From an optimization exercise on the open Yosys and OpenROAD flow, aimed at small area and a short achievable clock period; shortcuts taken in it are not production practice.
Function was checked by simulation only, so behaviour that the tests miss may differ from the original.
Power figures rest on the tool's default switching activity, not on a simulated workload.

==> flow/design.v (excerpt) <==
module vc_dds_top
(
  input  logic                    clk_user_bufg,
  input  logic                    rst_glb,
  input  logic                    cfg_wr,           
  input  logic [85:0]             cfg,              
  output logic [16-1:0] sample,           
  output logic                    sample_valid,
  output logic [10-1:0]    dac_fsc           
);
  vc_dds_pkg::vc_cfg_t             cfg_s;
  logic                            tri_en;
  logic                            saw_en;
  logic [32-1:0]          freq_word;
  logic [16-1:0]         amp;
  logic [16-1:0]         dc_offset;
  logic [32/2:0]          phase_top;       
  logic [16-1:0]         shape;
  logic                            written_q;       
  logic [3:0]                      valid_q;
  assign cfg_s = cfg;
  vc_dds_cfg_reg u_cfg_reg (
    .clk_user_bufg (clk_user_bufg),
    .rst_glb       (rst_glb),
    .cfg_wr        (cfg_wr),
    .cfg           (cfg_s),
    .tri_en        (tri_en),
    .saw_en        (saw_en),
    .freq_word     (freq_word),
    .amp           (amp),
    .dc_offset     (dc_offset),
    .dac_fsc       (dac_fsc)
  );
  vc_phase_accum u_phase_accum (
    .clk_user_bufg (clk_user_bufg),
    .cfg_wr        (cfg_wr),
  ...
export LEC_CHECK = 0
export CAP_MARGIN = 20
export CORE_MARGIN = 2
export CORE_UTILIZATION = 60
export CTS_CLUSTER_DIAMETER = 100
export CTS_CLUSTER_SIZE = 25
export PLACE_DENSITY = 0.75
export SETUP_SLACK_MARGIN = 3.1
export SLEW_MARGIN = 20
create_clock -name core_clock -period 5.5 [get_ports {clk_user_bufg}]
standard.sh (not shown) runs the stock make flow with config.mk's settings and CLKGATE_MAP_FILE= SYNTH_SCRIPT=/design/flow/synth_recipe.tcl, a recipe that flattens the netlist after the stock synthesis.
==> flow/flow/run.sh <==
#!/bin/bash
# Standard ORFS layout, except that the port buffers are the smallest plain
# buffer instead of the default delay-buffer cell. Each tool's output is kept
# by ORFS under orfs/logs/; make's own output goes to flow_make.log.
set -euo pipefail
export BUFFER_PORTS_ARGS="-buffer_cell sky130_fd_sc_hd__buf_1"
bash standard.sh finish > flow_make.log 2>&1
Edit:
CORE_UTILIZATION = 40   (was 60)
PLACE_DENSITY = default   (was 0.75)
Effect: Global-route usage went down by 7.2 points; design area went up by 1.2%; clock power climbs by about 3%.
Edit:
CORE_UTILIZATION = 60   (was 40)
PLACE_DENSITY = 0.75   (was default)
SETUP_SLACK_MARGIN = 3.35   (was 3.1)
Worst hold slack got worse by 0.0048 ns; design area came out higher slightly; area after synthesis is unchanged; setup slack gets better by 0.044 ns; non-clock buffer count grows by 20; clock skew rose by 0.0067 ns; sequential share of layout area shrinks by 0.34 points; die area goes down by a quarter to a third.
Edit:
CORE_UTILIZATION = 40   (was 60)
PLACE_DENSITY = default   (was 0.75)
SETUP_SLACK_MARGIN = 3.3   (was 3.35)
=> The new run completed with no timing, DRC or antenna violations. Clock skew hardly moves. Sequential share of layout area decreases by 0.69 points. Synthesized cell count does not change. Critical path depth is unchanged. Clock-buffer cell count decreases by 3. Worst hold slack is better by 0.0094 ns. Die area increases by well over a third. Cell area increases slightly. Final cell count increases by a little under a tenth. Sequential power barely changes. Routed wire length increases by a few percent.

* * *

Setup of run M:
Starting RTL as in the previous note.
Design vc_dds_top, start of the top module:
module vc_dds_top
(
  input  logic                    clk_user_bufg,
  input  logic                    rst_glb,
  input  logic                    cfg_wr,           
  input  logic [85:0]             cfg,              
  output logic [16-1:0] sample,           
  output logic                    sample_valid,
  output logic [10-1:0]    dac_fsc           
);
Settings: LEC_CHECK=0, CAP_MARGIN=20, CORE_MARGIN=2, CORE_UTILIZATION=60, CTS_CLUSTER_DIAMETER=100, CTS_CLUSTER_SIZE=25, PLACE_DENSITY=0.75, SETUP_SLACK_MARGIN=3.2, SLEW_MARGIN=20; clock period 5.5 ns.
==> flow/flow/run.sh <==
#!/bin/bash
# Standard ORFS layout with two changes:
#  - the port buffers are the smallest plain buffer instead of the default
#    delay-buffer cell;
#  - Yosys's generic synthesis skips its quick ABC pass before the full adders
#    are extracted, so that the adder cells are not surrounded by polarity
#    inverters (the flip-flops are unaffected; ABC still maps the logic).
# Each tool's output is kept by ORFS under orfs/logs/; make's own output goes
# to flow_make.log.
set -euo pipefail
export BUFFER_PORTS_ARGS="-buffer_cell sky130_fd_sc_hd__buf_1"
bash standard.sh finish SYNTH_ARGS=-noabc > flow_make.log 2>&1
diff inputs: run M => run C
- TNS_END_PERCENT newly set to 10
==> flow/flow/run.sh <==
#!/bin/bash
# Standard ORFS layout, except that the port buffers are the smallest plain
# buffer instead of the default delay-buffer cell. Each tool's output is kept
# by ORFS under orfs/logs/; make's own output goes to flow_make.log.
set -euo pipefail
export BUFFER_PORTS_ARGS="-buffer_cell sky130_fd_sc_hd__buf_1"
bash standard.sh finish > flow_make.log 2>&1
Findings:
The final reports for run C and run M show relative contribution of the clock network to total power higher in the former.
Compared to run M, run C has worst endpoint data arrival time 0.03 ns lower.
Run C — register-to-register slack 0.02 ns higher, run M as reference
Delta (run C minus run M): combinational power lost about 5.6%; number of gates resized after CTS lost 63%.

[separate check: timing with driven ports]
Ports are ideal in the flow. The routed layouts listed here were re-timed in OpenROAD. Step 1, drivers: a clkbuf_16 drives clk_user_bufg and a buf_2 each remaining input, both assumed. Step 2 times the ports against the registers' clock, not the clock port: input delays grow and output delays shrink by t, the midpoint of the rising clock arrivals with the driver on. Three values: no drivers, after step 1, after step 2; two values: the first two.
run	t (ns)	setup WS [ns]	hold slack, ns	clock arrival spread, ns	worst register clock-pin slew, ns
the first run of note 1	0.558	3.175 / 3.125 / 2.818	0.348 / 0.348 / 0.348	0.028 / 0.028	0.10 / 0.10
the second run of note 1	0.561	3.170 / 3.131 / 2.877	0.345 / 0.345 / 0.345	0.016 / 0.015	0.11 / 0.11
the third run of note 1	0.551	3.214 / 3.162 / 2.878	0.340 / 0.340 / 0.340	0.029 / 0.028	0.10 / 0.10
the fourth run of note 1	0.563	3.190 / 3.138 / 2.861	0.349 / 0.349 / 0.349	0.026 / 0.026	0.10 / 0.10
run M	0.561	3.152 / 3.103 / 2.848	0.346 / 0.346 / 0.346	0.027 / 0.028	0.10 / 0.10
run C	0.559	3.177 / 3.126 / 2.823	0.348 / 0.348 / 0.348	0.030 / 0.031	0.10 / 0.10
After both steps setup and hold are still met in every run listed. For the first run of note 1, which loses most, drivers alone change the setup slack by -0.050 ns; drivers and shift together by -0.357 ns.
